This design comes from an exercise in tuning for small area, a short achievable clock period and few clock cycles per item on the open sky130 flow, not from production work. Only simulation tests tie the RTL to the original design; equivalence was not proved. No activity file was given, so power comes from the tool's default toggle rates.

`design.v`:
```
package cdq_pkg;
   localparam int DEPTH_DEFAULT = 16;
   localparam int DATA_W = 32;
   localparam int CAP_W  = 5;
   localparam int FUNC_W = 3;
   localparam logic [CAP_W-1:0] CAP_RESET = 5'd16;
   localparam logic [DATA_W-1:0] EMPTY_VALUE = 32'hFFFF_FFFF;
   localparam logic [FUNC_W-1:0] FUNC_PUSH_FRONT = 3'd0;
   localparam logic [FUNC_W-1:0] FUNC_PUSH_REAR  = 3'd1;
   localparam logic [FUNC_W-1:0] FUNC_POP_FRONT  = 3'd2;
   localparam logic [FUNC_W-1:0] FUNC_POP_REAR   = 3'd3;
   localparam logic [FUNC_W-1:0] FUNC_QUERY      = 3'd4;
   localparam int CSR_ADDR_W = 3;
   localparam int CSR_DATA_W = 32;
   localparam int MID_DEPTH = DEPTH_DEFAULT - 2;
   localparam int MID_AW    = 4;
endpackage
module cdq_ram #(
   parameter int WIDTH = 32,
   parameter int DEPTH = 14
) (
   input  logic             clock,
   input  logic [DEPTH-1:0] wr_sel,
   input  logic [WIDTH-1:0] wr_data,
   input  logic [DEPTH-1:0] rd_sel,
   output logic [WIDTH-1:0] rd_data
);
   logic [WIDTH-1:0] mem_ff [DEPTH];
   always_ff @(posedge clock) begin
      for (int i = 0; i < DEPTH; i++) begin
         if (wr_sel[i]) begin
            mem_ff[i] <= wr_data;
         end
      end
   end
   always_comb begin
      rd_data = '0;
      for (int i = 0; i < DEPTH; i++) begin
         rd_data = rd_data | (mem_ff[i] & {WIDTH{rd_sel[i]}});
      end
   end
endmodule
module circular_deque #(
   parameter int DEPTH = cdq_pkg::DEPTH_DEFAULT
) (
   input  logic                                clock,
   input  logic                                reset,
   input  logic                                req_valid,
   output logic                                req_ready,
   input  logic [cdq_pkg::FUNC_W-1:0]          req_func,
   input  logic signed [cdq_pkg::DATA_W-1:0]   req_value,
   output logic                                rsp_valid,
   input  logic                                rsp_ready,
   output logic                                rsp_ok,
   output logic [cdq_pkg::CAP_W-1:0]           rsp_count,
   output logic                                rsp_is_empty,
   output logic                                rsp_is_full,
   output logic signed [cdq_pkg::DATA_W-1:0]   rsp_head_value,
   output logic signed [cdq_pkg::DATA_W-1:0]   rsp_tail_value,
   input  logic                                csr_psel,
   input  logic                                csr_penable,
   input  logic                                csr_pwrite,
   input  logic [cdq_pkg::CSR_ADDR_W-1:0]      csr_paddr,
   input  logic [cdq_pkg::CSR_DATA_W-1:0]      csr_pwdata,
   output logic [cdq_pkg::CSR_DATA_W-1:0]      csr_prdata,
   output logic                                csr_pready
);
   localparam int CW = cdq_pkg::CAP_W;
   localparam int DW = cdq_pkg::DATA_W;
   localparam int MD = cdq_pkg::MID_DEPTH;
   localparam int MA = cdq_pkg::MID_AW;
   function automatic logic [MA-1:0] mid_inc(input logic [MA-1:0] i);
      mid_inc = (i == MA'(MD - 1)) ? '0 : i + MA'(1);
   endfunction
   function automatic logic [MA-1:0] mid_dec(input logic [MA-1:0] i);
      mid_dec = (i == '0) ? MA'(MD - 1) : i - MA'(1);
   endfunction
   logic [CW-1:0] capacity_ff;
   logic [CW-1:0] held_ff;
   logic          clr_pend_ff;
   logic [MA-1:0] fgap_ff;       
   logic [MA-1:0] rgap_ff;       
   logic [DW-1:0] head_ff;
   logic [DW-1:0] tail_ff;
   logic          rsp_valid_ff;
   logic          rsp_ok_ff;
   logic          rsp_full_ff;
   logic [CW-1:0] held;
   logic          cap_zero, cap_big;
   logic          not_full, at_cap_m1, at_cap;
   logic          n0, n1, n2, n_ge2, n_ge3;
   assign held     = clr_pend_ff ? '0 : held_ff;
   assign cap_zero = (capacity_ff == '0);
   assign cap_big  = (capacity_ff > CW'(DEPTH));
   always_comb begin
      if (cap_zero) begin
         not_full  = (held == '0);
         at_cap    = (held == CW'(1));
         at_cap_m1 = (held == '0);
      end else if (cap_big) begin
         not_full  = !held[4];
         at_cap    = held[4];
         at_cap_m1 = (held == CW'(DEPTH - 1));
      end else begin
         not_full  = (held < capacity_ff);
         at_cap    = (held == capacity_ff);
         at_cap_m1 = (held == capacity_ff - CW'(1));
      end
   end
   assign n0    = (held == '0);
   assign n1    = (held == CW'(1));
   assign n2    = (held == CW'(2));
   assign n_ge2 = (held[4:1] != '0);
   assign n_ge3 = n_ge2 && !n2;
   logic accept;
   logic f_pushf, f_pushr, f_popf, f_popr, f_query;
   logic push_f, push_r, pop_f, pop_r, push, pop, op_ok;
   logic empty_next;
   assign req_ready = !rsp_valid_ff || rsp_ready;
   assign accept    = req_valid && req_ready;
   assign f_pushf = (req_func == cdq_pkg::FUNC_PUSH_FRONT);
   assign f_pushr = (req_func == cdq_pkg::FUNC_PUSH_REAR);
   assign f_popf  = (req_func == cdq_pkg::FUNC_POP_FRONT);
   assign f_popr  = (req_func == cdq_pkg::FUNC_POP_REAR);
   assign f_query = (req_func == cdq_pkg::FUNC_QUERY);
   assign push_f = f_pushf && not_full;
   assign push_r = f_pushr && not_full;
   assign pop_f  = f_popf && !n0;
   assign pop_r  = f_popr && !n0;
   assign push   = push_f || push_r;
   assign pop    = pop_f || pop_r;
   assign op_ok  = push || pop || f_query;
   assign empty_next = (n0 && !push) || (n1 && pop);
   logic [MA-1:0] fgap_inc, fgap_dec, rgap_inc, rgap_dec;
   logic [MD-1:0] wr_f_oh, wr_r_oh, rd_f_oh, rd_r_oh;
   logic [MD-1:0] wr_sel, rd_sel;
   logic [DW-1:0] wr_data, rd_data;
   assign fgap_inc = mid_inc(fgap_ff);
   assign fgap_dec = mid_dec(fgap_ff);
   assign rgap_inc = mid_inc(rgap_ff);
   assign rgap_dec = mid_dec(rgap_ff);
   always_comb begin
      for (int i = 0; i < MD; i++) begin
         wr_f_oh[i] = (fgap_ff == MA'(i));
         wr_r_oh[i] = (rgap_ff == MA'(i));
         rd_f_oh[i] = (fgap_inc == MA'(i));
         rd_r_oh[i] = (rgap_dec == MA'(i));
      end
   end
   assign wr_sel  = (accept && push_f && n_ge2) ? wr_f_oh :
                    (accept && push_r && n_ge2) ? wr_r_oh : '0;
   assign wr_data = req_func[0] ? tail_ff : head_ff;
   assign rd_sel  = req_func[0] ? rd_r_oh : rd_f_oh;
   cdq_ram #(
      .WIDTH (DW),
      .DEPTH (MD)
   ) u_mid (
      .clock   (clock),
      .wr_sel  (wr_sel),
      .wr_data (wr_data),
      .rd_sel  (rd_sel),
      .rd_data (rd_data)
   );
   logic [DW-1:0] head_in, tail_in;
   always_comb begin
      head_in = head_ff;
      tail_in = tail_ff;
      if (empty_next) begin
         head_in = cdq_pkg::EMPTY_VALUE;
         tail_in = cdq_pkg::EMPTY_VALUE;
      end else begin
         if (push_f || (push_r && n0)) head_in = req_value;
         else if (pop_f && n2)         head_in = tail_ff;
         else if (pop_f)               head_in = rd_data;
         if (push_r || (push_f && n0)) tail_in = req_value;
         else if (pop_r && n2)         tail_in = head_ff;
         else if (pop_r)               tail_in = rd_data;
      end
   end
   logic cfg_wr;
   assign cfg_wr = csr_psel && csr_penable && csr_pwrite && !csr_paddr[2];
   always_ff @(posedge clock) begin
      if (reset) begin
         capacity_ff  <= cdq_pkg::CAP_RESET;
         clr_pend_ff  <= 1'b1;
         fgap_ff      <= MA'(MD - 1);
         rgap_ff      <= '0;
         rsp_valid_ff <= 1'b0;
      end else begin
         rsp_valid_ff <= accept || (rsp_valid_ff && !rsp_ready);
         if (cfg_wr) begin
            capacity_ff <= csr_pwdata[CW-1:0];
            clr_pend_ff <= 1'b1;
            fgap_ff     <= MA'(MD - 1);
            rgap_ff     <= '0;
         end else if (accept) begin
            clr_pend_ff <= 1'b0;
            if (push_f && n_ge2)     fgap_ff <= fgap_dec;
            else if (pop_f && n_ge3) fgap_ff <= fgap_inc;
            if (push_r && n_ge2)     rgap_ff <= rgap_inc;
            else if (pop_r && n_ge3) rgap_ff <= rgap_dec;
         end
      end
   end
   always_ff @(posedge clock) begin
      if (accept) begin
         held_ff     <= push ? held + CW'(1) : pop ? held - CW'(1) : held;
         rsp_ok_ff   <= op_ok;
         rsp_full_ff <= push ? at_cap_m1 : (!pop && at_cap);
         head_ff     <= head_in;
         tail_ff     <= tail_in;
      end
   end
   assign csr_pready = 1'b1;
   assign csr_prdata = csr_paddr[2] ? '0 : cdq_pkg::CSR_DATA_W'(capacity_ff);
   assign rsp_valid      = rsp_valid_ff;
   assign rsp_ok         = rsp_ok_ff;
   assign rsp_count      = held_ff;
   assign rsp_is_empty   = (held_ff == '0);
   assign rsp_is_full    = rsp_full_ff;
   assign rsp_head_value = $signed(head_ff);
   assign rsp_tail_value = $signed(tail_ff);
endmodule
```
`run.sh`:
```
#!/bin/bash
# synth_recipe.tcl (not shown) runs the flow's synth.tcl, then flattens the netlist and writes it again
# the make line also repeats each setting of config.mk as NAME=value (left out here)
make -C /OpenROAD-flow-scripts/flow DESIGN_CONFIG=/design/flow/config.mk WORK_HOME=/design/flow/orfs CLKGATE_MAP_FILE= SYNTH_SCRIPT=/design/flow/synth_recipe.tcl finish
```
`config.mk`:
```
export PLATFORM = sky130hd
export DESIGN_NAME = circular_deque
export DESIGN_NICKNAME = circular_deque
export VERILOG_FILES = /design/flow/design.v
export SDC_FILE = /design/flow/constraint.sdc
export NUM_CORES = 4
export LEC_CHECK = 0
export CAP_MARGIN = 20
export CORE_MARGIN = 2
export CORE_UTILIZATION = 40
export SETUP_SLACK_MARGIN = 3.0
export SLEW_MARGIN = 20
```
`constraint.sdc`:
```
create_clock -name core_clock -period 6.0 [get_ports {clock}]
set_input_delay 1.2000 -clock core_clock [delete_from_list [all_inputs] [get_ports {clock}]]
set_output_delay 1.2000 -clock core_clock [all_outputs]
set_load 0.01 [all_outputs]
```
==> results of run 1 <==
power by group:
| part | total [mW] | leakage (nW) | internal, mW | switching (mW) |
|---|---|---|---|---|
| Clock | 3.41 | 0.874 | 1.91 | 1.51 |
| Combinational | 1.33 | 5.44 | 0.592 | 0.735 |
| Sequential | 4.30 | 4.77 | 4.25 | 0.0517 |
| Total | 9.04 | 11.1 | 6.75 | 2.29 |
cell usage after synthesis, types with 5 or more instances:
cell type / n / area (sq um)
ha_1: 10 / 125
a22o_1: 47 / 412
buf_4: 28 / 210
inv_1: 29 / 109
a211o_1: 43 / 377
dfxtp_1: 15 / 300
nand3_1: 33 / 165
a31oi_1: 42 / 263
nor3_1: 12 / 60.1
o211ai_1: 26 / 195
xor2_1: 5 / 43.8
a221oi_1: 23 / 201
o22ai_1: 12 / 75.1
nand2_1: 78 / 293
a211oi_1: 16 / 120
buf_2: 25 / 125
o21a_1: 11 / 82.6
and3_1: 13 / 81.3
nand4_1: 15 / 93.8
a222oi_1: 9 / 90.1
o21ai_0: 70 / 350
edfxtp_1: 519 / 15600
nor2_1: 71 / 267
o221ai_1: 7 / 61.3
nand4b_1: 5 / 43.8
mux2i_1: 51 / 510
buf_1: 11 / 41.3
a22oi_1: 59 / 443
o2bb2ai_1: 15 / 131
nor4b_1: 5 / 43.8
or3_1: 8 / 50.1
a221o_1: 22 / 220
nand2b_1: 13 / 81.3
clkbuf_1: 71 / 267
mux2_2: 39 / 439
a21oi_1: 45 / 225
xnor2_1: 7 / 61.3
o2111a_1: 9 / 101
nor2b_1: 9 / 56.3
kinds of logic after synthesis:
kind of cell | after synthesis | share of synthesized area (%)
compound gates | 494 | 16.1
xor+xnor | 12 | 0.456
fa+ha+maj | 10 | 0.543
buf+inv | 167 | 3.38
flops | 534 | 69.0
mux | 91 | 4.17
other cells | 2 | 0.0326
simple gates | 289 | 6.35
path summary, 6_finish.rpt:
path	end	from	cells past startpoint	slack [ns]
setup / recovery	tail_ff[26]	held_ff[1]	18	2.74
hold / removal	rsp_valid_ff	rsp_valid_ff	2	0.52
setup reg to reg	tail_ff[26]	held_ff[1]	18	2.74
hold reg to reg	rsp_valid_ff	rsp_valid_ff	2	0.52
flip-flops by register name (all words and copies together), names as in the netlist:
name,flops
rgap_ff,4
rsp_valid_ff,1
head_ff,32
clr_pend_ff,1
rsp_ok_ff,1
fgap_ff,4
tail_ff,32
u_mid.mem_ff,448
rsp_full_ff,1
held_ff,5
capacity_ff,5
layout by cell type (no fill, tap or decap), types with 17 or more instances in the layout:
| cell type | count |
|---|---|
| buf_16 | 34 |
| a22oi_1 | 42 |
| buf_4 | 113 |
| o21ai_0 | 60 |
| clkdlybuf4s50_1 | 114 |
| conb_1 | 28 |
| clkbuf_16 | 80 |
| a221oi_1 | 23 |
| a211o_1 | 42 |
| nor2_1 | 56 |
| mux2_2 | 34 |
| clkinv_2 | 17 |
| nand3_1 | 31 |
| a22oi_2 | 17 |
| inv_1 | 22 |
| o211ai_1 | 26 |
| nand2_1 | 65 |
| buf_12 | 69 |
| a21oi_1 | 36 |
| a31oi_1 | 42 |
| a221o_1 | 22 |
| edfxtp_1 | 519 |
| a22o_1 | 47 |
| buf_6 | 43 |
| mux2i_1 | 47 |
per-stage QoR:
step           util [%]  setup slack [ns]
6_report           57.1              2.74
3_5_place_dp       45.2              1.20
2_1_floorplan         -              2.71
5_1_grt            57.1              2.68
3_3_place_gp       45.2              1.25
4_1_cts            53.8              2.84
metal layers:
| metal | vias up | global-route usage, % |
|---|---|---|
| met5 | - | 0 |
| met4 | 8 | 11.1 |
| met3 | 313 | 5.85 |
| met2 | 1463 | 44.4 |
| met1 | 8947 | 36.4 |
| li1 | 7250 | - |
what timing repair did:
item                                    in CTS  in global routing
endpoints found under the setup margin     591                583
hold buffers                                 0                  0
buffers inserted                           127                 70
resized for setup                          258                116
pin swaps                                   35                 59
gates cloned                                39                 35
layout make-up:
type | instances | area share, %
antenna | 1 | 0.00774
clock inverter | 41 | 1.17
timing repair buffer | 423 | 17.8
inverter | 30 | 0.449
tap | 756 | 2.93
sequential | 534 | 49.2
clock buffer | 61 | 4.33
multi-input combinational | 937 | 24.1
critical path: cells and delay by family, from the launching register on:
family	cells	cell delay, ns
AO/OA/AOI/OAI	5	0.89
adder cells (fa/ha/maj)	1	0.18
buffers and inverters	10	1.26
flip-flops	1	0.39
AND/OR/NAND/NOR	2	0.26
==> flow_summary.json, run 1 <==
{
  "status": "timing/DRC/antenna clean",
  "worstMarginPinSlew_ns": 1.08,
  "maxSlewViolCount": 0,
  "crit_type": "reg -> reg",
  "grt_start_max_net_pins": 44,
  "dieArea_sq_mm": 0.0595,
  "h-tree-depth": 2,
  "cp_slowest_cell": "edfxtp_1",
  "cpPeakStageDelay_ns": 0.39,
  "core_area_sq_mm": 0.0566,
  "wirelength_um": 92800,
  "port_buffers": 126,
  "cts_buffer_depth": 3,
  "dpl_cell_area_sq_mm": 0.0256,
  "wl_per_cell_um": 33.4,
  "cp-start-kind": "flip-flop",
  "design_area_sq_mm": 0.0323,
  "cp_cell_sequence": "nor2b_4 -> buf_4 -> inv_2 -> ha_4 -> inv_2 -> a211oi_4 -> a311o_2 -> nand3_4 -> buf_6 -> buf_8 -> buf_8 -> a21oi_4 -> a21oi_4 -> a21oi_4 -> buf_12 -> buf_12 -> buf_8 -> buf_12",
  "leakagePower_nw": 11.1,
  "clock_sinks": 534,
  "max_slew_margin_pct": 27.8,
  "ys_seq_area_share_pct": 69.0,
  "clock_latency_ns": 0.65,
  "antenna_found_initial": 4,
  "synth_seq_cells": 534,
  "initial_core_util_pct": 40.7,
  "cts_tree": "done",
  "cts-buffers-inserted": 55,
  "dieHeight_um": 244,
  "viasPerCell": 6.46,
  "setup_viol": 0,
  "fin_crit_sh_pct": 54.3,
  "place_congestion": 0.874,
  "total_power_mw": 9.04,
  "pin_count": 184,
  "drc_errors": 0,
  "syn_inst": 1599,
  "grt.overflow.total": 0,
  "avgSynthCellArea_sq_um": 14.4,
  "wl_met3_um": 11600,
  "max_freq_mhz": 307,
  "met2_length_um": 42100,
  "fin_skew_ns": 0.0436,
  "first_pass_iters": 6,
  "rows": 87,
  "path_max_fanout": 6,
  "path_clk_slew_ns": 0.06,
  "synth-main-ff-cell": "edfxtp_1",
  "syn_to_final_growth_pct": 40.4,
  "topRoutingLayerUsed": "met5",
  "ys_types": 81,
  "hold_ws_ns": 0.523,
  "fill_cells": 4268,
  "vias": 17981,
  "max_cap_violations": 0,
  "clock-root-buffer": "clkbuf_16",
  "drive_above_1_share_pct": 30.5,
  "ir_drop_mv": 0.231,
  "critPathArrivalTime_ns": 3.60,
  "seqCellArea_sq_mm": 0.0159,
  "holdCritPathClass": "reg -> reg",
  "grt_pass1_wl_um": 118000,
  "mappedNetlistArea_sq_mm": 0.0230,
  "die_x_um": 244,
  "fin_tns_setup_ns": 0,
  "grt_setup_unrepaired": "true",
  "multiInputGateArea_sq_mm": 0.00780,
  "track_usage_pct": 27.6,
  "worstPathRequired_ns": 6.33,
  "powerDensity_mw_per_mm2": 280,
  "grt_pass1_vias": 16505,
  "dp_hpwl_um": 37500,
  "dp.cells": 2409,
  "ant_nets": 0,
  "yosysWarnings": 3,
  "drtIter0Drc": 3017,
  "wl_met1_um": 33600,
  "fin_cells": 2783,
  "final_nets": 2068,
  "hold_viol": 0,
  "synth_edf_count": 519,
  "crit_path_end_kind": "flip-flop",
  "synthArstFlopShare_pct": 0,
  "period_needed_ns": 3.26
}
Testbench counts, summed over its fixed seeds: cycles 19,967, items 16,000.
==> run 2, diff against run 1 <==
--- a/config.mk
+++ b/config.mk
@@ -10,3 +10,2 @@
 export CORE_UTILIZATION = 40
-export SETUP_SLACK_MARGIN = 3.0
 export SLEW_MARGIN = 20
==> run 2 against run 1 <==
  * Clock power shrank 2%
  * Register-to-register slack lost 1.7 ns
  * Critical path depth shrank 8
  * Combinational power shrank 37%
  * Non-clock buffer count shrank 250
  * Largest cell class unchanged
  * Largest power group unchanged
  * Highest routed layer is now met4
==> flow_summary.json, run 2 <==
{
  "cp-start-kind": "flip-flop",
  "grt_pass1_vias": 14864,
  "crit_type": "reg -> reg",
  "grt_start_max_net_pins": 50,
  "r2r-start": "held_ff[1]",
  "yosysMostFrequentCell": "edfxtp_1",
  "grt_pass1_wl_um": 97200,
  "syn_inst": 1599,
  "ys_seq_area_share_pct": 69.0,
  "max_slew_margin_pct": 31.3,
  "fin_crit_sh_pct": 83.2,
  "syn_to_final_growth_pct": 17.8,
  "reg_top3": "u_mid.mem_ff x448, head_ff x32, tail_ff x32",
  "met2_length_um": 31500,
  "synthTopCellsByCount": "519 x edfxtp_1, 78 x nand2_1, 71 x clkbuf_1, 71 x nor2_1, 70 x o21ai_0",
  "synth-main-ff-cell": "edfxtp_1",
  "worstSetupStartpoint": "held_ff[1]",
  "drc_errors": 0,
  "wl_met1_um": 28100,
  "topRoutingLayerUsed": "met4",
  "status": "timing/DRC/antenna clean",
  "avgSynthCellArea_sq_um": 14.4,
  "setup_viol": 0,
  "hold_viol": 0,
  "holdBufCountCts": 0,
  "fin_skew_ns": 0.0204,
  "path_clk_slew_ns": 0.06,
  "drtIter0Drc": 1552,
  "dp.cells": 2417,
  "ys_types": 81,
  "period_needed_ns": 4.99,
  "cts-buffers-inserted": 56,
  "r2r_cells": 10,
  "powerDensity_mw_per_mm2": 313,
  "wirelength_um": 65900,
  "hold_ws_ns": 0.522,
  "dp_hpwl_um": 39500,
  "ff2ff_setup_slack_ns": 1.01,
  "fill_cells": 4869,
  "total_power_mw": 8.50,
  "track_usage_pct": 21.9,
  "cts_buffer_depth": 3,
  "grt.overflow.total": 0,
  "holdCritStartpoint": "rsp_valid_ff",
  "maxSlewViolCount": 0,
  "fin_tns_setup_ns": 0,
  "synth.top_cells.by_area": "edfxtp_1 68%, mux2i_1 2.2%, a22oi_1 1.9%, mux2_2 1.9%, a22o_1 1.8%",
  "worstPathRequired_ns": 6.30,
  "final_cell_mix": "519 x edfxtp_1, 125 x clkdlybuf4s50_1, 78 x nand2_1",
  "path_max_fanout": 19,
  "core_area_sq_mm": 0.0566,
  "final_nets": 1806,
  "rows": 87,
  "first_pass_iters": 5,
  "mappedNetlistArea_sq_mm": 0.0230,
  "port_buffers": 126,
  "cts_tree": "done",
  "r2r-end": "u_mid.mem_ff[12][31]",
  "ant_nets": 0,
  "antenna_cells": 0,
  "clock_sinks": 534,
  "cp-endpoint": "u_mid.mem_ff[12][31]",
  "postCtsResizedCells": 0,
  "clock-root-buffer": "clkbuf_16",
  "place_congestion": 0.923,
  "largest_reg_flops": 448,
  "critPathArrivalTime_ns": 5.29,
  "dieArea_sq_mm": 0.0595,
  "crit_path_end_kind": "flip-flop",
  "fin_cells": 2517,
  "initial_core_util_pct": 40.7,
  "grt_setup_unrepaired": "false",
  "dieHeight_um": 244,
  "yosysWarnings": 3,
  "leakagePower_nw": 8.79,
  "worstMarginPinSlew_ns": 1.03,
  "max_cap_violations": 0,
  "die_x_um": 244,
  "viasPerCell": 6.00,
  "synth_top_area_share_pct": 67.7,
  "synthArstFlopShare_pct": 0,
  "max_freq_mhz": 200,
  "synth_edf_count": 519,
  "yosys.area.top_type": "edfxtp_1",
  "holdCritPathClass": "reg -> reg",
  "top_register": "u_mid.mem_ff",
  "cts_setup_buffers": 0,
  "synth_seq_cells": 534,
  "ir_drop_mv": 0.224,
  "clock_latency_ns": 0.62,
  "wl_met3_um": 4560,
  "vias": 15097,
  "antenna_found_initial": 0,
  "drive_above_1_share_pct": 11.8,
  "pin_count": 184,
  "h-tree-depth": 2,
  "final_common_cell": "edfxtp_1",
  "wl_per_cell_um": 26.2
}
run 2: cell counts after synthesis:
No cell type changed its count.
run 2: how the worst min path moves through the flow:
stage                     end  slack (ns)  cells after the start
4_1_cts          rsp_valid_ff        0.53                      2
3_3_place_gp     rsp_valid_ff        0.51                      2
6_report         rsp_valid_ff        0.52                      2
5_1_grt          rsp_valid_ff        0.55                      2
2_1_floorplan  capacity_ff[1]        0.49                      2
3_5_place_dp     rsp_valid_ff        0.52                      2
run 2: worst max-delay path, cell delays in order, from the launching register on:
cell and delay (ns):
edfxtp_1 0.54, nor2b_1 0.52, ha_1 0.36, nor2b_1 0.15, o21a_1 0.20, o31ai_2 0.37
nand3_2 0.49, nor2_1 0.60, nand2_1 0.27, o22ai_4 0.78, buf_4 0.36
run 2: per-layer routing:
| metal | GRT usage (%) | vias to the layer above |
|---|---|---|
| li1 | - | 6676 |
| met1 | 29.9 | 7720 |
| met2 | 35.9 | 607 |
| met3 | 3.38 | 94 |
| met4 | 6.89 | 0 |
| met5 | 0 | - |
run 2: layout make-up:
type	instances	area, sq um	share of cell area, %
clock buffer	68	1470	5.41
inverter	30	113	0.415
clock inverter	32	298	1.10
timing repair buffer	173	1660	6.12
sequential	534	15900	58.6
multi-input combinational	924	6750	24.9
tap	756	946	3.49
run 2: logic make-up (layout without fill, tap and decap cells):
kind of cell / count (synthesis) / after routing / share of synthesized area, %
muxes: 91 / 91 / 4.17
other: 2 / 28 / 0.0326
and+or+nand+nor: 289 / 289 / 6.35
DFF: 534 / 534 / 69.0
xor gates and xnor gates: 12 / 12 / 0.456
buffers and inverters: 167 / 303 / 3.38
adders and majority gates: 10 / 10 / 0.543
AOI/OAI and AO/OA: 494 / 494 / 16.1
run 2: where the power goes:
group / leakage [nW] / internal (mW) / switching [mW]
Sequential: 4.76 / 4.26 / 0.0523
Clock: 0.847 / 1.91 / 1.43
Combinational: 3.18 / 0.316 / 0.524
run 2: metrics by stage:
step / setup WS [ns] / utilization [%] / instance area, sq um
after detailed placement: 1.10 / 44.8 / 25400
after global routing: 0.758 / 47.9 / 27100
after floorplan: 0.770 / - / 23100
final: 1.01 / 47.9 / 27100
after CTS: 1.03 / 47.9 / 27100
after global placement: 1.18 / 44.8 / 25400
==> run 3, diff against run 2 <==
--- a/design.v
+++ b/design.v
@@ -79,3 +79,9 @@
    logic [CW-1:0] held_ff;
-   logic          clr_pend_ff;
+   logic          n0_ff;         
+   logic          n1_ff;         
+   logic          ge2_ff;        
+   logic          ge3_ff;        
+   logic          nf_ff;         
+   logic          atc_ff;        
+   logic          atcm1_ff;      
    logic [MA-1:0] fgap_ff;       
@@ -88,28 +94,10 @@
    logic [CW-1:0] held;
-   logic          cap_zero, cap_big;
-   logic          not_full, at_cap_m1, at_cap;
-   logic          n0, n1, n2, n_ge2, n_ge3;
-   assign held     = clr_pend_ff ? '0 : held_ff;
-   assign cap_zero = (capacity_ff == '0);
-   assign cap_big  = (capacity_ff > CW'(DEPTH));
-   always_comb begin
-      if (cap_zero) begin
-         not_full  = (held == '0);
-         at_cap    = (held == CW'(1));
-         at_cap_m1 = (held == '0);
-      end else if (cap_big) begin
-         not_full  = !held[4];
-         at_cap    = held[4];
-         at_cap_m1 = (held == CW'(DEPTH - 1));
-      end else begin
-         not_full  = (held < capacity_ff);
-         at_cap    = (held == capacity_ff);
-         at_cap_m1 = (held == capacity_ff - CW'(1));
-      end
-   end
-   assign n0    = (held == '0);
-   assign n1    = (held == CW'(1));
-   assign n2    = (held == CW'(2));
-   assign n_ge2 = (held[4:1] != '0);
-   assign n_ge3 = n_ge2 && !n2;
+   logic [CW-1:0] eff_cap;
+   logic          n2, ge4, atcm2;
+   assign held    = n0_ff ? '0 : held_ff;
+   assign eff_cap = (capacity_ff == '0) ? CW'(1) :
+                    (capacity_ff > CW'(DEPTH)) ? CW'(DEPTH) : capacity_ff;
+   assign n2      = ge2_ff && !ge3_ff;
+   assign ge4     = ge3_ff && (held_ff > CW'(3));
+   assign atcm2   = (held + CW'(2) == eff_cap);
    logic accept;
@@ -125,6 +113,6 @@
    assign f_query = (req_func == cdq_pkg::FUNC_QUERY);
-   assign push_f = f_pushf && not_full;
-   assign push_r = f_pushr && not_full;
-   assign pop_f  = f_popf && !n0;
-   assign pop_r  = f_popr && !n0;
+   assign push_f = f_pushf && nf_ff;
+   assign push_r = f_pushr && nf_ff;
+   assign pop_f  = f_popf && !n0_ff;
+   assign pop_r  = f_popr && !n0_ff;
    assign push   = push_f || push_r;
@@ -132,3 +120,3 @@
    assign op_ok  = push || pop || f_query;
-   assign empty_next = (n0 && !push) || (n1 && pop);
+   assign empty_next = (n0_ff && !push) || (n1_ff && pop);
    logic [MA-1:0] fgap_inc, fgap_dec, rgap_inc, rgap_dec;
@@ -149,4 +137,4 @@
    end
-   assign wr_sel  = (accept && push_f && n_ge2) ? wr_f_oh :
-                    (accept && push_r && n_ge2) ? wr_r_oh : '0;
+   assign wr_sel  = (accept && ge2_ff && nf_ff) ?
+                    (({MD{f_pushf}} & wr_f_oh) | ({MD{f_pushr}} & wr_r_oh)) : '0;
    assign wr_data = req_func[0] ? tail_ff : head_ff;
@@ -163,18 +151,17 @@
    );
+   logic          h_v, h_t, h_rd, h_keep;
+   logic          t_v, t_h, t_rd, t_keep;
    logic [DW-1:0] head_in, tail_in;
-   always_comb begin
-      head_in = head_ff;
-      tail_in = tail_ff;
-      if (empty_next) begin
-         head_in = cdq_pkg::EMPTY_VALUE;
-         tail_in = cdq_pkg::EMPTY_VALUE;
-      end else begin
-         if (push_f || (push_r && n0)) head_in = req_value;
-         else if (pop_f && n2)         head_in = tail_ff;
-         else if (pop_f)               head_in = rd_data;
-         if (push_r || (push_f && n0)) tail_in = req_value;
-         else if (pop_r && n2)         tail_in = head_ff;
-         else if (pop_r)               tail_in = rd_data;
-      end
-   end
+   assign h_v    = push_f || (push_r && n0_ff);
+   assign h_t    = pop_f && n2;
+   assign h_rd   = pop_f && ge3_ff;
+   assign h_keep = !(h_v || h_t || h_rd);
+   assign t_v    = push_r || (push_f && n0_ff);
+   assign t_h    = pop_r && n2;
+   assign t_rd   = pop_r && ge3_ff;
+   assign t_keep = !(t_v || t_h || t_rd);
+   assign head_in = {DW{empty_next}} | ({DW{h_v}} & req_value) | ({DW{h_t}} & tail_ff) |
+                    ({DW{h_rd}} & rd_data) | ({DW{h_keep}} & head_ff);
+   assign tail_in = {DW{empty_next}} | ({DW{t_v}} & req_value) | ({DW{t_h}} & head_ff) |
+                    ({DW{t_rd}} & rd_data) | ({DW{t_keep}} & tail_ff);
    logic cfg_wr;
@@ -184,3 +171,9 @@
          capacity_ff  <= cdq_pkg::CAP_RESET;
-         clr_pend_ff  <= 1'b1;
+         n0_ff        <= 1'b1;
+         n1_ff        <= 1'b0;
+         ge2_ff       <= 1'b0;
+         ge3_ff       <= 1'b0;
+         nf_ff        <= 1'b1;
+         atc_ff       <= 1'b0;
+         atcm1_ff     <= 1'b0;
          fgap_ff      <= MA'(MD - 1);
@@ -192,3 +185,9 @@
             capacity_ff <= csr_pwdata[CW-1:0];
-            clr_pend_ff <= 1'b1;
+            n0_ff       <= 1'b1;
+            n1_ff       <= 1'b0;
+            ge2_ff      <= 1'b0;
+            ge3_ff      <= 1'b0;
+            nf_ff       <= 1'b1;
+            atc_ff      <= 1'b0;
+            atcm1_ff    <= (csr_pwdata[CW-1:1] == '0);
             fgap_ff     <= MA'(MD - 1);
@@ -196,7 +195,23 @@
          end else if (accept) begin
-            clr_pend_ff <= 1'b0;
-            if (push_f && n_ge2)     fgap_ff <= fgap_dec;
-            else if (pop_f && n_ge3) fgap_ff <= fgap_inc;
-            if (push_r && n_ge2)     rgap_ff <= rgap_inc;
-            else if (pop_r && n_ge3) rgap_ff <= rgap_dec;
+            if (push) begin
+               n0_ff    <= 1'b0;
+               n1_ff    <= n0_ff;
+               ge2_ff   <= !n0_ff;
+               ge3_ff   <= ge2_ff;
+               nf_ff    <= nf_ff && !atcm1_ff;
+               atc_ff   <= atcm1_ff;
+               atcm1_ff <= atcm2;
+            end else if (pop) begin
+               n0_ff    <= n1_ff;
+               n1_ff    <= n2;
+               ge2_ff   <= ge3_ff;
+               ge3_ff   <= ge4;
+               nf_ff    <= 1'b1;
+               atc_ff   <= 1'b0;
+               atcm1_ff <= atc_ff;
+            end
+            if (push_f && ge2_ff)     fgap_ff <= fgap_dec;
+            else if (pop_f && ge3_ff) fgap_ff <= fgap_inc;
+            if (push_r && ge2_ff)     rgap_ff <= rgap_inc;
+            else if (pop_r && ge3_ff) rgap_ff <= rgap_dec;
          end
@@ -208,3 +223,3 @@
          rsp_ok_ff   <= op_ok;
-         rsp_full_ff <= push ? at_cap_m1 : (!pop && at_cap);
+         rsp_full_ff <= push ? atcm1_ff : (!pop && atc_ff);
          head_ff     <= head_in;
--- a/config.mk
+++ b/config.mk
@@ -10,2 +10,3 @@
 export CORE_UTILIZATION = 40
+export SETUP_SLACK_MARGIN = 3.0
 export SLEW_MARGIN = 20
==> run 3 against run 2 <==
  * Wire length grew 7.7%
  * Highest routed layer is now met5
  * Combinational power shrank 52%
  * Synthesized cell count shrank 1.3%
  * First-iteration DRC count grew 21%
  * Hold slack lost 0.044 ns
  * Clock-buffer cell count shrank 6
  * Sequential cell count grew 6
  * Largest cell class unchanged
  * Area after synthesis shrank 0.27%
==> flow_summary.json, run 3 <==
{
  "cts-buffers-inserted": 54,
  "rows": 87,
  "port_buffers": 126,
  "crit_path_end_kind": "flip-flop",
  "clock-root-buffer": "clkbuf_16",
  "design_area_sq_mm": 0.0276,
  "syn_to_final_growth_pct": 20.0,
  "holdBufCountCts": 0,
  "synth_edf_count": 519,
  "final_cell_mix": "519 x edfxtp_1, 186 x a22oi_1, 114 x clkdlybuf4s50_1",
  "clock_latency_ns": 0.61,
  "grt.overflow.total": 0,
  "initial_core_util_pct": 40.6,
  "fin_skew_ns": 0.00730,
  "drc_errors": 0,
  "cts_tree": "done",
  "worstPathRequired_ns": 6.35,
  "wirelength_um": 71000,
  "path_max_fanout": 25,
  "cp-start-kind": "input port",
  "max_slew_margin_pct": 32.5,
  "fin_crit_sh_pct": 49.5,
  "yosysWarnings": 3,
  "final_nets": 1837,
  "yosys.area.top_type": "edfxtp_1",
  "clock_sinks": 540,
  "worstMarginPinSlew_ns": 1.01,
  "core_area_sq_mm": 0.0566,
  "h-tree-depth": 2,
  "wl_per_cell_um": 27.8,
  "setup_viol": 0,
  "max_freq_mhz": 337,
  "synthTopCellsByCount": "519 x edfxtp_1, 187 x a22oi_1, 108 x nand2_1",
  "dieHeight_um": 244,
  "final_common_cell": "edfxtp_1",
  "yosysMostFrequentCell": "edfxtp_1",
  "grt_start_max_net_pins": 75,
  "first_pass_iters": 5,
  "viasPerCell": 6.16,
  "crit_type": "in -> reg",
  "synth_top_area_share_pct": 67.9,
  "antenna_found_initial": 3,
  "drive_above_1_share_pct": 18.3,
  "ys_seq_area_share_pct": 69.7,
  "period_needed_ns": 2.97,
  "top_register": "u_mid.mem_ff",
  "track_usage_pct": 23.6,
  "powerDensity_mw_per_mm2": 282,
  "fin_tns_setup_ns": 0,
  "avgSynthCellArea_sq_um": 14.6,
  "fin_cells": 2557,
  "pin_count": 184,
  "synthArstFlopShare_pct": 0,
  "grt_setup_unrepaired": "true",
  "hold_viol": 0,
  "ant_nets": 0,
  "ir_drop_mv": 0.234,
  "vias": 15759,
  "synth.top_cells.by_area": "edfxtp_1 68%, a22oi_1 6.1%, a221o_1 3.2%, a21oi_1 1.9%, dfxtp_1 1.8%",
  "dpl_cell_area_sq_mm": 0.0251,
  "status": "timing/DRC/antenna clean",
  "synth-main-ff-cell": "edfxtp_1",
  "total_power_mw": 7.78,
  "critPathArrivalTime_ns": 3.32,
  "fill_cells": 4870,
  "mappedNetlistArea_sq_mm": 0.0230,
  "drtIter0Drc": 1878,
  "synth_seq_cells": 540,
  "holdCritPathClass": "reg -> reg",
  "dp_hpwl_um": 37200,
  "leakagePower_nw": 8.64,
  "die_x_um": 244,
  "syn_inst": 1578,
  "largest_reg_flops": 448,
  "cts_buffer_depth": 3,
  "place_congestion": 0.791,
  "reg_top3": "u_mid.mem_ff x448, head_ff x32, tail_ff x32",
  "maxSlewViolCount": 0,
  "dieArea_sq_mm": 0.0593,
  "grt_pass1_wl_um": 102000,
  "dp.cells": 2391,
  "ys_types": 81,
  "path_clk_slew_ns": 0.06,
  "post-route-util_pct": 48.7,
  "grt_pass1_vias": 15121,
  "max_cap_violations": 0
}
-- run 3: final cells by class --
class | count | area (sq um) | share of cell area (%)
Sequential cell | 540 | 16000 | 58.1
Multi-Input combinational cell | 923 | 6730 | 24.4
Timing Repair Buffer | 227 | 2150 | 7.82
Clock buffer | 62 | 1380 | 5.01
Tap cell | 756 | 946 | 3.43
Clock inverter | 38 | 282 | 1.02
Inverter | 10 | 43.8 | 0.159
Antenna cell | 1 | 2.50 | 0.00908
-- run 3: through the flow --
step	worst slack, ns	hold slack [ns]
after detailed placement	1.36	0.470
after CTS	2.92	0.478
after global routing	2.98	0.523
after floorplan	2.36	0.449
final	3.03	0.478
after global placement	1.41	0.463
-- run 3: metal layers --
metal | share of wire (%) | GRT usage (%) | wire length, um
met3 | 10 | 5.38 | 7350
met1 | 41 | 32.7 | 29200
met4 | 2.6 | 7.84 | 1820
met2 | 46 | 36.8 | 32600
met5 | 0.014 | 0 | 10
-- run 3: cells by family (layout without fill, tap and decap cells) --
| logic type | Yosys count | in the layout | synth area share (%) |
|---|---|---|---|
| AND/OR/NAND/NOR | 294 | 300 | 7.05 |
| XOR/XNOR | 11 | 11 | 0.420 |
| AO/OA/AOI/OAI | 536 | 539 | 16.9 |
| other | 2 | 29 | 0.0327 |
| multiplexers | 41 | 41 | 1.97 |
| buffers and inverters | 150 | 337 | 3.67 |
| flip-flops | 540 | 540 | 69.7 |
| adder cells (fa/ha/maj) | 4 | 4 | 0.218 |
-- run 3: worst max-delay path, cell delays in order --
cell and delay (ns):
buf_8 0.23, buf_8 0.26, or3_4 0.23, o22ai_2 0.30, a22oi_1 0.30, nand2_1 0.13
nor4_4 0.47, o21ai_1 0.13
-- run 3: where the power goes --
group,switching (mW),internal (mW)
combinational,0.248,0.157
clock,1.45,1.75
sequential,0.0243,4.16
total,1.72,6.06
-- run 3: path summary, 6_finish.rpt --
path / startpoint / to / slack, ns / depth (start not counted)
max: req_func[0] / head_ff[25] / 3.03 / 8
min: atc_ff / atc_ff / 0.48 / 2
max reg2reg: fgap_ff[0] / head_ff[4] / 3.11 / 7
min reg2reg: atc_ff / atc_ff / 0.48 / 2
-- run 3: repair_timing --
action                                  4_1_cts  5_1_grt
pin swaps                                    23        3
gates cloned                                  9        0
endpoints found under the setup margin      530      450
resized for setup                            81       14
setup buffers                                48        8
Testbench counts of run 3, summed over its fixed seeds: cycles 19,967, items 16,000.
==> run 4, diff against run 3 <==
--- a/config.mk
+++ b/config.mk
@@ -10,3 +10,3 @@
 export CORE_UTILIZATION = 40
-export SETUP_SLACK_MARGIN = 3.0
+export SETUP_SLACK_MARGIN = 3.35
 export SLEW_MARGIN = 20
==> run 4 against run 3 <==
  * Clock-buffer cell count grew 2
  * Synthesized cell count did not move
  * Non-clock buffer count grew 63
  * Fmax rose by 7.5%
  * Sequential cell count stayed put
  * Cell count grew 2.5%
  * Die area did not move
  * Largest cell class unchanged
  * Critical path type is now reg -> out
  * Clock skew increased by 0.0068 ns
  * First-iteration DRC count increased by 4.5%
==> flow_summary.json, run 4 <==
{
  "hold_viol": 0,
  "fill_cells": 4735,
  "powerDensity_mw_per_mm2": 279,
  "first_pass_iters": 5,
  "multiInputGateArea_sq_mm": 0.00707,
  "cts_buffer_depth": 3,
  "track_usage_pct": 24.8,
  "path_clk_slew_ns": 0.06,
  "holdCritPathClass": "reg -> reg",
  "cpPeakStageDelay_ns": 0.42,
  "met2_length_um": 34500,
  "cp_cell_sequence": "nor3_2 -> nor3b_2 -> buf_2",
  "maxSlewViolCount": 0,
  "fin_cells": 2620,
  "r2r-start": "fgap_ff[3]",
  "clock_sinks": 540,
  "yosysMostFrequentCell": "edfxtp_1",
  "pin_count": 184,
  "place_congestion": 0.792,
  "die_x_um": 244,
  "port_buffers": 126,
  "max_slew_margin_pct": 42.5,
  "drtIter0Drc": 1963,
  "cts_tree": "done",
  "yosysWarnings": 3,
  "cp-start-kind": "flip-flop",
  "path_max_fanout": 2,
  "ir_drop_mv": 0.200,
  "cp_slowest_cell": "edfxtp_1",
  "setup_viol": 0,
  "syn_inst": 1578,
  "rows": 87,
  "topRoutingLayerUsed": "met5",
  "max_cap_violations": 0,
  "grt_setup_unrepaired": "true",
  "synthTopCellsByCount": "519 x edfxtp_1, 187 x a22oi_1, 108 x nand2_1",
  "holdBufCountCts": 0,
  "wl_per_cell_um": 28.9,
  "max_freq_mhz": 362,
  "synth_seq_cells": 540,
  "initial_core_util_pct": 40.6,
  "top_register": "u_mid.mem_ff",
  "antenna_found_initial": 5,
  "final_nets": 1902,
  "drive_above_1_share_pct": 24.5,
  "fin_crit_sh_pct": 46.0,
  "synth_edf_count": 519,
  "grt_pass1_vias": 15482,
  "status": "timing/DRC/antenna clean",
  "synth-main-ff-cell": "edfxtp_1",
  "fin_skew_ns": 0.0141,
  "syn_to_final_growth_pct": 25.0,
  "fin_tns_setup_ns": 0,
  "synthArstFlopShare_pct": 0,
  "viasPerCell": 6.19,
  "dp_hpwl_um": 37500,
  "crit_type": "reg -> out",
  "yosys.area.top_type": "edfxtp_1",
  "vias": 16229,
  "wl_met1_um": 30400,
  "antenna_cells": 0,
  "largest_reg_flops": 448,
  "cts-buffers-inserted": 54,
  "grt_start_max_net_pins": 75,
  "h-tree-depth": 2,
  "seqCellArea_sq_mm": 0.0160,
  "leakagePower_nw": 9.19,
  "wirelength_um": 75600,
  "core_area_sq_mm": 0.0566,
  "worstSetupStartpoint": "held_ff[2]",
  "total_power_mw": 8.00,
  "dp.cells": 2391,
  "worstMarginPinSlew_ns": 0.862,
  "drc_errors": 0,
  "worstPathRequired_ns": 4.80,
  "mappedNetlistArea_sq_mm": 0.0230,
  "grt_pass1_wl_um": 108000,
  "clock_latency_ns": 0.61,
  "avgSynthCellArea_sq_um": 14.6,
  "synth.top_cells.by_area": "edfxtp_1 68%, a22oi_1 6.1%, a221o_1 3.2%, a21oi_1 1.9%, dfxtp_1 1.8%",
  "final_cell_mix": "519 x edfxtp_1, 158 x a22oi_1, 117 x buf_4",
  "crit_path_end_kind": "output port",
  "final_common_cell": "edfxtp_1",
  "dieHeight_um": 244,
  "ys_types": 81,
  "reg_top3": "u_mid.mem_ff x448, head_ff x32, tail_ff x32",
  "grt.overflow.total": 0,
  "critPathArrivalTime_ns": 1.56,
  "ys_seq_area_share_pct": 69.7,
  "dieArea_sq_mm": 0.0593,
  "holdCritStartpoint": "atc_ff",
  "synth_top_area_share_pct": 67.9,
  "ant_nets": 0,
  "wl_met3_um": 8350,
  "clock-root-buffer": "clkbuf_16",
  "period_needed_ns": 2.76
}
## run 4: final timing paths
check | end | slack (ns) | cells after the start
worst max-delay path | rsp_is_empty | 3.24 | 3
worst min register to register | atc_ff | 0.48 | 2
worst max register to register | tail_ff[6] | 3.40 | 7
worst min-delay path | atc_ff | 0.48 | 2
## run 4: layer usage
metal	up-vias	track usage, %
li1	6880	-
met1	8163	34.5
met2	1032	38.7
met3	148	5.30
met4	6	8.86
met5	-	0
## run 4: layout make-up
type	instances	area share, %
Inverter	10	0.157
Clock buffer	64	4.84
Multi-Input combinational cell	925	24.6
Clock inverter	35	1.31
Sequential cell	540	55.9
Tap cell	756	3.30
Timing Repair Buffer	290	9.91
## run 4: cells by family (layout without fill, tap and decap cells)
group | after synthesis | count (layout) | share of synthesized area [%]
and+or+nand+nor | 294 | 302 | 7.05
muxes | 41 | 41 | 1.97
other | 2 | 28 | 0.0327
adders and majority gates | 4 | 4 | 0.218
DFF | 540 | 540 | 69.7
AOI/OAI and AO/OA | 536 | 539 | 16.9
xor gates and xnor gates | 11 | 11 | 0.420
buffers and inverters | 150 | 399 | 3.67
## run 4: power breakdown
group          leakage (nW)  internal [mW]  switching [mW]
combinational          3.64          0.175           0.265
clock                 0.857           1.96            1.43
sequential             4.69           4.15          0.0218
total                  9.19           6.28            1.72
## run 4: critical path, delay by kind of cell, from the launching register on
kind	cells	cell delay [ns]
DFF	1	0.42
and+or+nand+nor	2	0.39
buffers and inverters	1	0.15
## run 4: what timing repair did
action	CTS	global route
gates cloned	13	2
hold endpoints to repair	0	0
gates resized for setup	207	49
buffers inserted	88	27
pin swaps	34	16
setup endpoints to repair	675	420
## run 4: through the flow
step                area [sq um]  setup WS, ns  hold slack [ns]  util [%]
finish                     28700          3.24            0.484      50.7
global route               28700          3.16            0.513      50.7
CTS                        28200          3.22            0.483      49.9
detailed placement         25300          1.59            0.475      44.7
global placement           25300          1.65            0.464      44.7
floorplan                  23600          2.36            0.449         -
==> run 5, diff against run 4 <==
==> flow/run.sh (new file) <==
#!/bin/bash
# The standard layout, with plain buffers (buf_2) on the ports in place of the
# delay buffers buffer_ports picks by default. Each run's full output goes to
# its own log file in the work folder.
set -euo pipefail
bash standard.sh BUFFER_PORTS_ARGS="-buffer_cell sky130_fd_sc_hd__buf_2" finish > standard.log 2>&1
==> standard.sh (new file) <==
#!/bin/bash
# synth_recipe.tcl (not shown) runs the flow's synth.tcl, then flattens the netlist and writes it again
# the make line also repeats each setting of config.mk as NAME=value (left out here)
make -C /OpenROAD-flow-scripts/flow DESIGN_CONFIG=/design/flow/config.mk WORK_HOME=/design/flow/orfs CLKGATE_MAP_FILE= SYNTH_SCRIPT=/design/flow/synth_recipe.tcl "${@:-finish}"
removed: run.sh
==> run 5 against run 4 <==
  * Register-to-register slack improved by 0.05 ns
  * Hold slack got worse by 0.0015 ns
  * First-iteration DRC count decreased by 7.2%
  * Clock skew increased by 0.013 ns
  * Global-route usage decreased by 1.9 points
  * Clock power increased by 3%
  * Final area decreased by 3.5%
  * Total power increased by 0.89%
  * Synthesized cell count unchanged
  * Sequential power about the same
  * Sequential share of layout area increased by 2.0 points
  * Wire length decreased by 7.0%
  * Largest power group unchanged
  * Highest routed layer is now met4
==> flow_summary.json, run 5 <==
{
  "status": "timing/DRC/antenna clean",
  "synthTopCellsByCount": "519 x edfxtp_1, 187 x a22oi_1, 108 x nand2_1",
  "ff2ff_setup_slack_ns": 3.45,
  "place_congestion": 0.773,
  "dp_hpwl_um": 37300,
  "r2r-end": "head_ff[4]",
  "reg_top3": "u_mid.mem_ff x448, head_ff x32, tail_ff x32",
  "layout_setup_ws_ns": 3.24,
  "first_pass_iters": 6,
  "period_needed_ns": 2.76,
  "worst_path_most_repeated_cell": "buf_6",
  "fin_cells": 2567,
  "synth-main-ff-cell": "edfxtp_1",
  "synth.top_cells.by_area": "edfxtp_1 68%, a22oi_1 6.1%, a221o_1 3.2%, a21oi_1 1.9%, dfxtp_1 1.8%",
  "dieArea_sq_mm": 0.0593,
  "r2r-start": "rgap_ff[3]",
  "dieHeight_um": 244,
  "synthArstFlopShare_pct": 0,
  "drive_above_1_share_pct": 27.9,
  "cp_slowest_cell": "nand2b_4",
  "top_register": "u_mid.mem_ff",
  "leakagePower_nw": 8.87,
  "final_cell_mix": "519 x edfxtp_1, 159 x a22oi_1, 121 x buf_2",
  "path_buf_inv": 2,
  "cp-endpoint": "req_ready",
  "max_cap_violations": 0,
  "avgSynthCellArea_sq_um": 14.6,
  "yosys.area.top_type": "edfxtp_1",
  "antenna_found_initial": 2,
  "worstSetupStartpoint": "rsp_ready",
  "vias": 15700,
  "die_x_um": 244,
  "crit_path_end_kind": "output port",
  "design_area_sq_mm": 0.0277,
  "yosysMostFrequentCell": "edfxtp_1",
  "dp.cells": 2392,
  "ys_seq_area_share_pct": 69.7,
  "cts_buffer_depth": 3,
  "viasPerCell": 6.12,
  "pin_count": 184,
  "cp_cell_sequence": "buf_6 -> nand2b_4 -> buf_6",
  "fin_crit_sh_pct": 45.9,
  "initial_core_util_pct": 40.6,
  "pre_cts_ws_ns": 1.43,
  "ys_types": 81,
  "port_buffers": 126,
  "cts_tree": "done",
  "synth_top_area_share_pct": 67.9,
  "final_common_cell": "edfxtp_1",
  "ir_drop_mv": 0.210,
  "grt_pass1_wl_um": 100000,
  "syn_inst": 1578,
  "core_area_sq_mm": 0.0566,
  "final_nets": 1845,
  "grt_setup_unrepaired": "true",
  "fill_cells": 4811,
  "drtIter0Drc": 1822,
  "mappedNetlistArea_sq_mm": 0.0230,
  "max_freq_mhz": 363,
  "wl_per_cell_um": 27.4,
  "crit_type": "in -> out",
  "r2r_cells": 7,
  "cts-buffers-inserted": 55,
  "post-route-util_pct": 48.9,
  "grt.overflow.total": 0,
  "yosysWarnings": 3,
  "worstMarginPinSlew_ns": 0.897,
  "ant_nets": 0,
  "synth_seq_cells": 540,
  "h-tree-depth": 2,
  "setup_viol": 0,
  "maxSlewViolCount": 0,
  "powerDensity_mw_per_mm2": 292,
  "grt_start_max_net_pins": 75,
  "syn_to_final_growth_pct": 20.6,
  "worstPathRequired_ns": 4.80,
  "cpPeakStageDelay_ns": 0.15,
  "track_usage_pct": 23.0,
  "total_power_mw": 8.08,
  "path_max_fanout": 3,
  "grt_pass1_vias": 14849,
  "path_clk_slew_ns": 0.06,
  "worstSetupPathDepth": 3,
  "dpl_cell_area_sq_mm": 0.0247,
  "hold_ws_ns": 0.482,
  "holdCritPathClass": "reg -> reg",
  "max_slew_margin_pct": 40.2,
  "clock_sinks": 540,
  "fin_skew_ns": 0.0273,
  "cp-start-kind": "input port",
  "fin_tns_setup_ns": 0,
  "antenna_cells": 0,
  "rows": 87,
  "hold_viol": 0,
  "wirelength_um": 70300,
  "clock_latency_ns": 0.64,
  "cp_top_family": "buffers and inverters",
  "drc_errors": 0,
  "largest_reg_flops": 448,
  "clock-root-buffer": "clkbuf_16",
  "synth_edf_count": 519,
  "critPathArrivalTime_ns": 1.56
}
## run 5: cell counts after synthesis
No cell type changed its count.
## run 5: repair_timing
item | 4_1_cts | 5_1_grt
gates cloned | 8 | 1
setup buffers | 51 | 11
endpoints found under the setup margin | 530 | 325
resized for setup | 72 | 33
pin swaps | 27 | 6
hold buffers | 0 | 0
## run 5: cell type report
type                    instances  area, sq um  area share, %
well taps                     756          946           3.42
multi-input cells             920         7020           25.4
repair buffers                237         1810           6.53
inverters                      10         42.5          0.154
clock buffers                  63         1410           5.08
clock inverters                41          439           1.59
flip-flops and latches        540        16000           57.9
## run 5: how the worst min path moves through the flow
stage | startpoint | endpoint | slack, ns | cells after the start
CTS | atc_ff | atc_ff | 0.48 | 2
global route | atc_ff | atc_ff | 0.51 | 2
detailed placement | atc_ff | atc_ff | 0.47 | 2
global placement | atc_ff | atc_ff | 0.47 | 2
floorplan | atc_ff | atc_ff | 0.45 | 2
finish | atc_ff | atc_ff | 0.48 | 2
## run 5: logic make-up after synthesis
kind of cell / after synthesis / share of synthesized area [%]
AO/OA/AOI/OAI: 536 / 16.9
other: 2 / 0.0327
AND/OR/NAND/NOR: 294 / 7.05
flip-flops: 540 / 69.7
XOR/XNOR: 11 / 0.420
buffers and inverters: 150 / 3.67
adder cells (fa/ha/maj): 4 / 0.218
multiplexers: 41 / 1.97
## run 5: where the power goes
part	internal (mW)	switching (mW)	leakage (nW)
logic	0.138	0.257	3.29
clock network	2.00	1.50	0.892
registers	4.15	0.0242	4.69
total	6.29	1.79	8.87
## run 5: routing by layer
layer	wire length, um	global-route usage, %	up-vias
met2	32100	35.8	835
met5	0	0	-
met1	29300	31.9	7975
met3	6820	5.20	125
met4	2010	7.44	0
li1	-	-	6765
## run 5: worst min-delay path, stage by stage (launching register included)
cell	delay [ns]
dfxtp_1	0.32
nand2_1	0.06
a21oi_1	0.06
==> run 6, diff against run 5 <==
--- a/config.mk
+++ b/config.mk
@@ -9,3 +9,6 @@
 export CORE_MARGIN = 2
-export CORE_UTILIZATION = 40
+export CORE_UTILIZATION = 55
+export CTS_BUF_LIST = sky130_fd_sc_hd__clkbuf_8
+export CTS_CLUSTER_DIAMETER = 60
+export CTS_CLUSTER_SIZE = 16
 export SETUP_SLACK_MARGIN = 3.35
==> run 6 against run 5 <==
  * Non-clock buffer count increased by 31
  * Fmax decreased by 2.4%
  * Die area decreased by 27%
  * First-iteration DRC count decreased by 10%
  * Hold slack improved by 0.017 ns
  * Register-to-register slack got worse by 0.09 ns
  * Sequential share of layout area increased by 1.9 points
  * Sequential cell count unchanged
  * Via count increased by 0.64%
  * Clock power decreased by 44%
==> flow_summary.json, run 6 <==
{
  "wl_per_cell_um": 30.2,
  "fill_cells": 2973,
  "mappedNetlistArea_sq_mm": 0.0230,
  "cts-buffers-inserted": 42,
  "synthArstFlopShare_pct": 0,
  "synthTopCellsByCount": "519 x edfxtp_1, 187 x a22oi_1, 108 x nand2_1",
  "grt.overflow.total": 0,
  "syn_to_final_growth_pct": 16.7,
  "hold_ws_ns": 0.500,
  "ys_types": 81,
  "die_x_um": 208,
  "top_register": "u_mid.mem_ff",
  "dieHeight_um": 208,
  "path_clk_slew_ns": 0.09,
  "h-tree-depth": 2,
  "path_max_fanout": 10,
  "synth-main-ff-cell": "edfxtp_1",
  "yosysMostFrequentCell": "edfxtp_1",
  "final_nets": 1866,
  "ant_nets": 0,
  "dpl_cell_area_sq_mm": 0.0244,
  "crit_path_end_kind": "flip-flop",
  "max_slew_margin_pct": 39.0,
  "drtIter0Drc": 1637,
  "cp-start-kind": "input port",
  "rows": 74,
  "post-route-util_pct": 65.3,
  "fin_tns_setup_ns": 0,
  "holdPathStages": 2,
  "synth_top_area_share_pct": 67.9,
  "ir_drop_mv": 0.183,
  "worstPathRequired_ns": 6.39,
  "place_congestion": 0.848,
  "synth.top_cells.by_area": "edfxtp_1 68%, a22oi_1 6.1%, a221o_1 3.2%, a21oi_1 1.9%, dfxtp_1 1.8%",
  "core_area_sq_mm": 0.0410,
  "yosysWarnings": 3,
  "clock_sinks": 540,
  "r2r_cells": 7,
  "leakagePower_nw": 8.57,
  "avgSynthCellArea_sq_um": 14.6,
  "status": "timing/DRC/antenna clean",
  "total_power_mw": 6.54,
  "wirelength_um": 70400,
  "dieArea_sq_mm": 0.0434,
  "dp_hpwl_um": 36700,
  "worstMarginPinSlew_ns": 0.912,
  "maxSlewViolCount": 0,
  "synth_seq_cells": 540,
  "yosys.area.top_type": "edfxtp_1",
  "ys_seq_area_share_pct": 69.7,
  "final_cell_mix": "519 x edfxtp_1, 157 x a22oi_1, 122 x buf_2",
  "largest_reg_flops": 448,
  "grt_start_max_net_pins": 75,
  "grt_pass1_wl_um": 100000,
  "drc_errors": 0,
  "period_needed_ns": 2.82,
  "port_buffers": 126,
  "design_area_sq_mm": 0.0268,
  "cts_tree": "done",
  "holdBufCountCts": 0,
  "max_freq_mhz": 354,
  "first_pass_iters": 6,
  "clock-root-buffer": "clkbuf_8",
  "fin_skew_ns": 0.0198,
  "seqCellArea_sq_mm": 0.0160,
  "antenna_found_initial": 0,
  "hold_viol": 0,
  "grt_setup_unrepaired": "true",
  "critPathArrivalTime_ns": 3.22,
  "cts_buffer_depth": 3,
  "grt_pass1_vias": 14857,
  "fin_crit_sh_pct": 47.1,
  "syn_inst": 1578,
  "antenna_cells": 0,
  "initial_core_util_pct": 56.0,
  "drive_above_1_share_pct": 28.8,
  "vias": 15800,
  "viasPerCell": 6.78,
  "reg_top3": "u_mid.mem_ff x448, head_ff x32, tail_ff x32",
  "crit_type": "in -> reg",
  "setup_viol": 0,
  "track_usage_pct": 31.5,
  "final_common_cell": "edfxtp_1",
  "synth_edf_count": 519,
  "clock_latency_ns": 0.63,
  "multiInputGateArea_sq_mm": 0.00712,
  "holdCritPathClass": "reg -> reg",
  "pin_count": 184,
  "powerDensity_mw_per_mm2": 244,
  "max_cap_violations": 0
}
run 6: cell counts after synthesis:
No cell type changed its count.
run 6: routing by layer:
layer | vias up | wire, um | GRT usage, % | share of wire (%)
met5 | - | 0 | 0 | 0
met2 | 846 | 33900 | 52.1 | 48
met1 | 8039 | 27800 | 43.4 | 39
met3 | 149 | 6050 | 4.48 | 8.6
met4 | 0 | 2660 | 10.5 | 3.8
li1 | 6766 | - | - | -
run 6: path summary, 6_finish.rpt:
kind	start	endpoint	slack, ns
max	req_func[0]	u_mid.mem_ff[13][17]	3.18
min	atc_ff	atc_ff	0.50
max reg2reg	fgap_ff[0]	head_ff[4]	3.36
min reg2reg	atc_ff	atc_ff	0.50
run 6: cell type report:
cell class	instances	share of cell area (%)
timing repair buffer	268	8.18
sequential	540	59.8
multi-input combinational	923	26.6
clock inverter	15	0.649
tap	532	2.48
inverter	10	0.173
clock buffer	42	2.16
run 6: kinds of logic (layout without fill, tap and decap cells):
kind of cell,Yosys count,count (layout),share of synthesized area (%)
mux,41,41,1.97
fa+ha+maj,4,4,0.218
buf+inv,150,335,3.67
xor+xnor,11,11,0.420
simple gates,294,297,7.05
other cells,2,28,0.0327
flops,540,540,69.7
compound gates,536,542,16.9
run 6: through the flow:
stage | std cells | worst slack (ns)
2_1_floorplan | 1604 | 2.36
6_report | 2330 | 3.18
3_5_place_dp | 2166 | 1.71
4_1_cts | 2293 | 3.15
3_3_place_gp | 2166 | 1.71
5_1_grt | 2330 | 3.13
run 6: timing repair:
action / CTS / global route
gates resized for setup: 71 / 53
cloned: 9 / 4
buffers inserted: 61 / 33
endpoints found under the setup margin: 484 / 344
pin swaps: 35 / 20
run 6: worst max-delay path, cell delays in order:
cell,delay [ns]
buf_16,0.11
clkinv_2,0.27
nand2_1,0.34
nor2_1,0.11
a21oi_1,0.70
nor2_4,0.11
buf_4,0.22
buf_12,0.14
run 6: power by group:
| group | total, mW | leakage (nW) | internal (mW) | switching, mW |
|---|---|---|---|---|
| clock network | 1.97 | 0.381 | 0.789 | 1.18 |
| logic | 0.393 | 3.50 | 0.144 | 0.250 |
| registers | 4.17 | 4.69 | 4.15 | 0.0233 |
| total | 6.54 | 8.57 | 5.08 | 1.46 |
==> run 7, diff against run 6 <==
--- a/design.v
+++ b/design.v
@@ -154,13 +154,13 @@
    logic [DW-1:0] head_in, tail_in;
-   assign h_v    = push_f || (push_r && n0_ff);
-   assign h_t    = pop_f && n2;
-   assign h_rd   = pop_f && ge3_ff;
+   assign h_v    = accept && (push_f || (push_r && n0_ff));
+   assign h_t    = accept && pop_f && n2;
+   assign h_rd   = accept && pop_f && ge3_ff;
    assign h_keep = !(h_v || h_t || h_rd);
-   assign t_v    = push_r || (push_f && n0_ff);
-   assign t_h    = pop_r && n2;
-   assign t_rd   = pop_r && ge3_ff;
+   assign t_v    = accept && (push_r || (push_f && n0_ff));
+   assign t_h    = accept && pop_r && n2;
+   assign t_rd   = accept && pop_r && ge3_ff;
    assign t_keep = !(t_v || t_h || t_rd);
-   assign head_in = {DW{empty_next}} | ({DW{h_v}} & req_value) | ({DW{h_t}} & tail_ff) |
+   assign head_in = {DW{accept && empty_next}} | ({DW{h_v}} & req_value) | ({DW{h_t}} & tail_ff) |
                     ({DW{h_rd}} & rd_data) | ({DW{h_keep}} & head_ff);
-   assign tail_in = {DW{empty_next}} | ({DW{t_v}} & req_value) | ({DW{t_h}} & head_ff) |
+   assign tail_in = {DW{accept && empty_next}} | ({DW{t_v}} & req_value) | ({DW{t_h}} & head_ff) |
                     ({DW{t_rd}} & rd_data) | ({DW{t_keep}} & tail_ff);
@@ -224,5 +224,5 @@
          rsp_full_ff <= push ? atcm1_ff : (!pop && atc_ff);
-         head_ff     <= head_in;
-         tail_ff     <= tail_in;
-      end
+      end
+      head_ff <= head_in;
+      tail_ff <= tail_in;
    end
--- a/config.mk
+++ b/config.mk
@@ -13,3 +13,3 @@
 export CTS_CLUSTER_SIZE = 16
-export SETUP_SLACK_MARGIN = 3.35
+export SETUP_SLACK_MARGIN = 3.0
 export SLEW_MARGIN = 20
==> run 7 against run 6 <==
  * Register-to-register slack worse by 0.14 ns
  * Combinational power is 37% higher
  * Clock skew is 0.0028 ns higher
  * Area after synthesis is 4.2% lower
  * First-iteration DRC count is 3.2% lower
  * Highest routed layer is now met5
  * Final area is 6.6% lower
  * Hold slack worse by 0.014 ns
  * Non-clock buffer count is 42 lower
  * Total power is 2.8% higher
  * Fmax is 6.8% lower
  * Synthesized cell count is 6.7% lower
==> flow_summary.json, run 7 <==
{
  "ant_nets": 0,
  "avgSynthCellArea_sq_um": 14.9,
  "path_clk_slew_ns": 0.10,
  "ys_types": 66,
  "cts_buffer_depth": 3,
  "dieHeight_um": 204,
  "mappedNetlistArea_sq_mm": 0.0220,
  "met1_usage_pct": 46.4,
  "clock-root-buffer": "clkbuf_8",
  "top_register": "u_mid.mem_ff",
  "ys_seq_area_share_pct": 69.8,
  "synth-main-ff-cell": "edfxtp_1",
  "final_common_cell": "edfxtp_1",
  "status": "timing/DRC/antenna clean",
  "busiest_layer": "met2",
  "track_usage_pct": 30.8,
  "max_slew_margin_pct": 24.8,
  "total_power_mw": 6.72,
  "cp-start-kind": "input port",
  "clock_latency_ns": 0.65,
  "synth_seq_cells": 540,
  "synthArstFlopShare_pct": 0,
  "r2r-start": "rgap_ff[2]",
  "crit_type": "in -> reg",
  "fin_crit_sh_pct": 50.5,
  "wirelength_um": 66100,
  "pin_count": 184,
  "max_freq_mhz": 330,
  "holdCritPathClass": "reg -> reg",
  "setup_viol": 0,
  "leakagePower_nw": 8.04,
  "critPathArrivalTime_ns": 3.59,
  "fin_tns_setup_ns": 0,
  "synth.top_cells.by_area": "edfxtp_1 62%, dfxtp_1 7.7%, a22o_1 3.5%, a221oi_1 3.5%, a221o_1 3.0%",
  "die_x_um": 204,
  "syn_to_final_growth_pct": 13.7,
  "core_area_sq_mm": 0.0396,
  "place_congestion": 0.850,
  "yosysWarnings": 3,
  "wl_per_cell_um": 30.2,
  "cts-buffers-inserted": 41,
  "final_cell_mix": "455 x edfxtp_1, 125 x buf_2, 88 x a21oi_1, 88 x a22o_1, 87 x a221oi_1",
  "design_area_sq_mm": 0.0250,
  "first_pass_iters": 8,
  "grt.overflow.total": 0,
  "powerDensity_mw_per_mm2": 269,
  "use_met2_pct": 47.6,
  "h-tree-depth": 2,
  "initial_core_util_pct": 55.5,
  "final_nets": 1717,
  "worstPathRequired_ns": 6.56,
  "port_buffers": 126,
  "antenna_cells": 0,
  "largest_reg_flops": 448,
  "use_met3_pct": 4.96,
  "reg_top3": "u_mid.mem_ff x448, head_ff x32, tail_ff x32",
  "dp_hpwl_um": 36300,
  "viasPerCell": 6.80,
  "rows": 73,
  "fin_skew_ns": 0.0226,
  "cts_tree": "done",
  "vias": 14909,
  "synth_edf_count": 455,
  "period_needed_ns": 3.03,
  "path_max_fanout": 11,
  "ff2ff_setup_slack_ns": 3.22,
  "grt_start_max_net_pins": 35,
  "hold_viol": 0,
  "grt_setup_unrepaired": "true",
  "drive_above_1_share_pct": 23.6,
  "worstSetupStartpoint": "req_func[1]"
}
## run 7: cell count changes in the layout (fill, tap and decap cells not counted), moves of 30 or more
cell      before  now
a221oi_1       5   87
a22o_1         1   88
a22oi_1      157   37
a22oi_2       30    0
dfxtp_1       14   80
edfxtp_1     519  455
nand2_1      103   22
o21ai_0       56   26
o21ai_1       49    0
o221ai_1       0   49
## run 7: layout make-up
| cell class | count | area [sq um] |
|---|---|---|
| clock buffer | 45 | 619 |
| sequential | 540 | 15400 |
| fill | 3016 | 14600 |
| multi-input combinational | 815 | 6610 |
| timing repair buffer | 226 | 1590 |
| tap | 525 | 657 |
| clock inverter | 28 | 126 |
| inverter | 12 | 45.0 |
## run 7: cells by family (layout without fill, tap and decap cells)
| kind of cell | count (synthesis) | in the layout | share of synthesized area, % |
|---|---|---|---|
| buffers and inverters | 148 | 311 | 3.25 |
| muxes | 50 | 50 | 2.46 |
| DFF | 540 | 540 | 69.8 |
| and+or+nand+nor | 209 | 211 | 5.40 |
| AOI/OAI and AO/OA | 508 | 510 | 18.3 |
| adders and majority gates | 4 | 4 | 0.227 |
| xor gates and xnor gates | 12 | 12 | 0.478 |
| other | 2 | 28 | 0.0341 |
## run 7: per-stage QoR
step	utilization [%]	std cells	hold slack, ns	worst slack, ns
final	63.1	2191	0.486	2.97
after detailed placement	59.7	2064	0.472	1.77
after CTS	62.4	2165	0.486	2.87
after global routing	63.1	2191	0.497	2.94
after global placement	59.7	2063	0.464	1.56
after floorplan	-	1499	0.446	2.64
## run 7: path summary, 6_finish.rpt
check           endpoint  cells after the start
max          tail_ff[27]                      6
min reg2reg       atc_ff                      2
max reg2reg   head_ff[5]                      7
min               atc_ff                      2
## run 7: timing repair
action | 4_1_cts | 5_1_grt
pin swaps | 10 | 11
cloned | 2 | 2
endpoints found under the setup margin | 383 | 120
setup buffers | 26 | 24
resized for setup | 19 | 14
hold buffers | 0 | 0
## run 7: critical path, stage by stage
cell      delay (ns)
buf_2           0.18
or3b_1          0.55
nor3_4          0.35
nand3_2         0.21
or3_2           0.78
o221ai_1        0.30
## run 7: metal layers
layer | up-vias | share of wire (%) | wire length [um]
met5 | - | 0.042 | 28
met4 | 4 | 2.4 | 1600
met3 | 104 | 9.5 | 6290
met2 | 751 | 46 | 30300
met1 | 7645 | 42 | 27900
li1 | 6405 | - | -
## run 7: power by group
| group | internal [mW] | switching, mW | leakage [nW] | total [mW] |
|---|---|---|---|---|
| combinational | 0.194 | 0.345 | 2.87 | 0.539 |
| sequential | 4.21 | 0.0664 | 4.71 | 4.28 |
| clock | 0.703 | 1.20 | 0.452 | 1.90 |
| total | 5.11 | 1.61 | 8.04 | 6.72 |
Testbench counts of run 7, summed over its fixed seeds: cycles 19,967, items 16,000.

Re-timed with assumed drivers on the ports (clkbuf_16 on the clock, buf_2 on other inputs), run 7 has 2.993 ns of setup slack against 2.968 ns with ideal ports, and 2.303 ns once port delays also move by the mid clock arrival of 0.690 ns.
